Context: an optimization exercise on an open-source flow, tuned for small area. The choices shown serve that exercise and are no tape-out recipe.
Where RTL was checked, it was by simulation tests only, not by an equivalence proof against the original.
Power is estimated from default activity; no workload was simulated.

## job 104
## checksum_packet_sync_top
module checksum_packet_sync_top #(
  parameter int unsigned WORDS_PER_PACKET = 6
) (
  input  wire logic                        clk_i,
  input  wire logic                        rst_ni,
  input  wire logic                        in_valid_i,
  output logic                             in_stall_o,
  input  wire logic [cps_pkg::BYTE_W-1:0]  in_byte_i,
  output logic                             out_valid_o,
  input  wire logic                        out_stall_i,
  output logic [cps_pkg::WORD_W-1:0]       word_0_o,
  output logic [cps_pkg::WORD_W-1:0]       word_1_o,
  output logic [cps_pkg::WORD_W-1:0]       word_2_o,
  output logic [cps_pkg::WORD_W-1:0]       word_3_o,
  output logic [cps_pkg::WORD_W-1:0]       word_4_o
);
  localparam int unsigned KEEP = 23;
  logic [KEEP-1:0][7:0] win_q;
  logic                 out_valid_q;
  logic [4:0]           fill_q;       
  logic [3:0]           k_q;
  logic                 ok1_q, ok2_q, ok3_q;
  logic                 in_xfer;
  logic [11:0]          sm1, sm2, sm3, sm4, sm5, cy1, cy2, cy3, cy4, cy5;
  logic [11:0]          na, nb;       
  logic [7:0]           want;         
  logic [8:0]           t_zero, t_want;
  logic [3:0]           n_hi, k_d;
  logic                 zero, match, full, hit;
  function automatic logic [23:0] csa(input logic [11:0] x, input logic [11:0] y,
                                      input logic [11:0] z);
    logic [11:0] maj;
    maj = (x & y) | (z & (x ^ y));
    csa = {maj[10:0], 1'b0, x ^ y ^ z};
  endfunction
  function automatic logic [8:0] low_is(input logic [7:0] a, input logic [7:0] b,
                                        input logic [7:0] t);
    logic [7:0] kill;   
    logic [7:0] bad;
    kill   = (a & b) | ((a | b) & ~t);
    bad    = a ^ b ^ t ^ {kill[6:0], 1'b1};
    low_is = {kill[7], bad};
  endfunction
  assign in_stall_o  = out_valid_q & out_stall_i;
  assign in_xfer     = in_valid_i & ~in_stall_o;
  assign out_valid_o = out_valid_q;
  always_comb begin
    {nb, na} = {12'b0, {4'b0, win_q[3]} + {2'b0, win_q[3], 2'b0} + {2'b0, win_q[7], 2'b0}
             + {4'b0, win_q[11]} + {3'b0, win_q[11], 1'b0} + {3'b0, win_q[15], 1'b0}
             + {4'b0, win_q[19]} + {4'b0, ~in_byte_i}};
    want   = 8'd0 - {4'b0, k_q};
    t_zero = low_is(na[7:0], nb[7:0], 8'd0);
    t_want = low_is(na[7:0], nb[7:0], want);
    zero   = (t_zero[7:0] == 8'd0);
  ...
==> module checksum_packet_sync_top, before the edit <==
module checksum_packet_sync_top #(
  parameter int unsigned WORDS_PER_PACKET = 6
) (
  input  wire logic                        clk_i,
  input  wire logic                        rst_ni,
  input  wire logic                        in_valid_i,
  output logic                             in_stall_o,
  input  wire logic [cps_pkg::BYTE_W-1:0]  in_byte_i,
  output logic                             out_valid_o,
  input  wire logic                        out_stall_i,
  output logic [cps_pkg::WORD_W-1:0]       word_0_o,
  output logic [cps_pkg::WORD_W-1:0]       word_1_o,
  output logic [cps_pkg::WORD_W-1:0]       word_2_o,
  output logic [cps_pkg::WORD_W-1:0]       word_3_o,
  output logic [cps_pkg::WORD_W-1:0]       word_4_o
);
  localparam int unsigned KEEP = 23;
  logic [KEEP-1:0][7:0] win_q;
  logic                 out_valid_q;
  logic [4:0]           fill_q;       
  logic [3:0]           k_q;
  logic                 ok1_q, ok2_q, ok3_q;
  logic                 in_xfer;
  logic [11:0]          sm1, sm2, sm3, sm4, sm5, cy1, cy2, cy3, cy4, cy5;
  logic [11:0]          na, nb;       
  logic [7:0]           want;         
  logic [8:0]           t_zero, t_want;
  logic [3:0]           n_hi, k_d;
  logic                 zero, match, full, hit;
  function automatic logic [23:0] csa(input logic [11:0] x, input logic [11:0] y,
                                      input logic [11:0] z);
    logic [11:0] maj;
    maj = (x & y) | (z & (x ^ y));
    csa = {maj[10:0], 1'b0, x ^ y ^ z};
  endfunction
  function automatic logic [8:0] low_is(input logic [7:0] a, input logic [7:0] b,
                                        input logic [7:0] t);
    logic [7:0] kill;   
    logic [7:0] bad;
    kill   = (a & b) | ((a | b) & ~t);
    bad    = a ^ b ^ t ^ {kill[6:0], 1'b1};
    low_is = {kill[7], bad};
  endfunction
  assign in_stall_o  = out_valid_q & out_stall_i;
  assign in_xfer     = in_valid_i & ~in_stall_o;
  assign out_valid_o = out_valid_q;
  always_comb begin
    {nb, na} = {12'b0, {4'b0, win_q[3]} + {2'b0, win_q[3], 2'b0} + {2'b0, win_q[7], 2'b0}
             + {4'b0, win_q[11]} + {3'b0, win_q[11], 1'b0} + {3'b0, win_q[15], 1'b0}
             + {4'b0, win_q[19]} + {4'b0, ~in_byte_i}};
    want   = 8'd0 - {4'b0, k_q};
    t_zero = low_is(na[7:0], nb[7:0], 8'd0);
    t_want = low_is(na[7:0], nb[7:0], want);
    zero   = (t_zero[7:0] == 8'd0);
    match  = (t_want[7:0] == 8'd0);
    n_hi   = na[11:8] + nb[11:8] + {3'b0, zero ? t_zero[8] : t_want[8]};
    k_d    = n_hi - {3'b0, zero};
    full   = (fill_q == 5'd23);
    hit    = full && ok3_q && match;
  end
  always_ff @(posedge clk_i or negedge rst_ni) begin
    if (!rst_ni) begin
      out_valid_q <= 1'b0;
      fill_q      <= '0;
    end else begin
      out_valid_q <= (in_xfer && hit) || in_stall_o;
      if (in_xfer) begin
        if (hit)        fill_q <= '0;
        else if (!full) fill_q <= fill_q + 5'd1;
      end
    end
  end
  always_ff @(posedge clk_i) begin
    if (in_xfer) begin
      k_q   <= k_d;
      ok1_q <= zero;
      ok2_q <= ok1_q && match;
      ok3_q <= ok2_q && match;
    end
    if (in_xfer && !hit) begin
      win_q <= {in_byte_i, win_q[KEEP-1:1]};
    end
  end
  assign word_0_o = {win_q[3],  win_q[2],  win_q[1],  win_q[0]};
  assign word_1_o = {win_q[7],  win_q[6],  win_q[5],  win_q[4]};
  assign word_2_o = {win_q[11], win_q[10], win_q[9],  win_q[8]};
  assign word_3_o = {win_q[15], win_q[14], win_q[13], win_q[12]};
  assign word_4_o = {win_q[19], win_q[18], win_q[17], win_q[16]};
endmodule
==> flow/config.mk <==
export PLATFORM = sky130hd
export DESIGN_NAME = checksum_packet_sync_top
export DESIGN_NICKNAME = checksum_packet_sync_top
export VERILOG_FILES = /design/flow/design.v
export SDC_FILE = /design/flow/constraint.sdc
export NUM_CORES = 4
export LEC_CHECK = 0
export ABC_AREA = 1
export CAP_MARGIN = 20
export CORE_MARGIN = 2
export CORE_UTILIZATION = 85
export CTS_BUF_LIST = sky130_fd_sc_hd__clkbuf_8
export CTS_CLUSTER_DIAMETER = 60
export CTS_CLUSTER_SIZE = 20
export SLEW_MARGIN = 20
==> flow/constraint.sdc <==
create_clock -name core_clock -period 6.0 [get_ports {clk_i}]
set_input_delay 1.2000 -clock core_clock [delete_from_list [all_inputs] [get_ports {clk_i}]]
set_output_delay 1.2000 -clock core_clock [all_outputs]
set_load 0.01 [all_outputs]
standard.sh (not shown) runs the stock make flow with config.mk's settings and CLKGATE_MAP_FILE= SYNTH_SCRIPT=/design/flow/synth_recipe.tcl, a recipe that flattens the netlist after the stock synthesis.
==> flow/flow/run.sh <==
#!/bin/bash
# The standard synthesis, then the standard layout steps with three changes:
#  - port buffers made from the smallest buffer cell (every port still gets one);
#  - the largest buffers and inverters kept out of placement and timing repair;
#  - clock tree synthesis without dummy loads.
# Each step's output goes to a log of its own here; ORFS's own logs are under orfs/logs.
set -euo pipefail
bash standard.sh synth > synth.log 2>&1
plat=$(sed -n '/^export DONT_USE_CELLS/,/^#/p' "$FLOW_HOME/platforms/sky130hd/config.mk" \
  | grep -o 'sky130_fd_sc_hd__[a-z0-9_]*' | tr '\n' ' ')
big="sky130_fd_sc_hd__buf_12 sky130_fd_sc_hd__buf_16 sky130_fd_sc_hd__buf_8 sky130_fd_sc_hd__buf_6
  sky130_fd_sc_hd__bufinv_8 sky130_fd_sc_hd__bufinv_16 sky130_fd_sc_hd__inv_6 sky130_fd_sc_hd__inv_8
  sky130_fd_sc_hd__inv_12 sky130_fd_sc_hd__inv_16 sky130_fd_sc_hd__clkinv_8 sky130_fd_sc_hd__clkinv_16
  sky130_fd_sc_hd__clkbuf_16"
cts="-sink_clustering_enable -repair_clock_nets -sink_clustering_size 20"
cts="$cts -sink_clustering_max_diameter 60 -buf_list sky130_fd_sc_hd__clkbuf_8 -dont_use_dummy_load"
bash standard.sh "DONT_USE_CELLS=$plat $(echo $big)" \
  BUFFER_PORTS_ARGS="-buffer_cell sky130_fd_sc_hd__buf_1" CTS_ARGS="$cts" finish > layout.log 2>&1
> inputs changed (job 104 -> job 105)
-- flow/design.v --
<<< job 104, line 58
  assign out_valid_o = out_valid_q;
  always_comb begin
    {nb, na} = {12'b0, {4'b0, win_q[3]} + {2'b0, win_q[3], 2'b0} + {2'b0, win_q[7], 2'b0}
             + {4'b0, win_q[11]} + {3'b0, win_q[11], 1'b0} + {3'b0, win_q[15], 1'b0}
             + {4'b0, win_q[19]} + {4'b0, ~in_byte_i}};
    want   = 8'd0 - {4'b0, k_q};
    t_zero = low_is(na[7:0], nb[7:0], 8'd0);
>>> job 105, line 58
  assign out_valid_o = out_valid_q;
  always_comb begin
    {cy1, sm1} = csa({4'b0, win_q[3]}, {2'b0, win_q[3], 2'b0}, {2'b0, win_q[7], 2'b0});
    {cy2, sm2} = csa({4'b0, win_q[11]}, {3'b0, win_q[11], 1'b0}, {3'b0, win_q[15], 1'b0});
    {cy3, sm3} = csa(sm1, cy1, sm2);
    {cy4, sm4} = csa(cy2, {4'b0, win_q[19]}, {4'b0, ~in_byte_i});
    {cy5, sm5} = csa(sm3, cy3, sm4);
    {nb, na}   = csa(sm5, cy5, cy4);
    want   = 8'd0 - {4'b0, k_q};
    t_zero = low_is(na[7:0], nb[7:0], 8'd0);
--- outcome ---
Job 105 | status: complete | timing, DRC, antenna: pass
Delta (job 105 minus job 104): synthesized area flat, sequential power flat.
Area of the multi-input gates: job 104 and job 105 compared, higher one is job 104
The number of multi-input combinational cells in job 105 is 0.848 times that in job 104.
From job 104 to job 105 the numbers moved as follows: cell area after placement stayed essentially flat; first-pass GRT wire length fell by 8.5%; die area stayed essentially flat.
| summed area of non-filler cells in the final layout | job 104 vs job 105 | ≈ equal |
Per the comparison of job 105 with job 104, highest attainable clock frequency went up by 4.7%; logic gate share of total power went down by 6.5 points; met1 wire length went down by 3.9%; count of different cell masters after synthesis went down by 4.3%.
No functional check of the RTL was part of job 104.

afterwards: timing with drivers on the ports:
The results above use ideal ports. As a check the final layouts listed here were re-extracted and re-timed, cells and wires unchanged. Step 1 assumes that a clkbuf_16 drives the clock port and a buf_2 every other input. Step 2 moves the port delays by t, midway between the first and last clock arrival at a register: inputs arrive t later, outputs are due t later. That takes back most of the time a late clock gives input paths. Three values: no drivers, after step 1, after step 2; two values: the first two.
| run | t (ns) | setup slack, ns | latest minus earliest clock arrival (ns) |
|---|---|---|---|
| job 104 | 0.503 | 0.273 / 0.273 / -0.044 | 0.045 / 0.046 |
| job 105 | 0.483 | 0.530 / 0.530 / 0.297 | 0.027 / 0.028 |
With both steps, setup timing fails in job 104, where it was met with ideal ports. For job 104, which loses most, drivers alone change the setup slack by 0.000 ns; drivers and shift together by -0.317 ns.
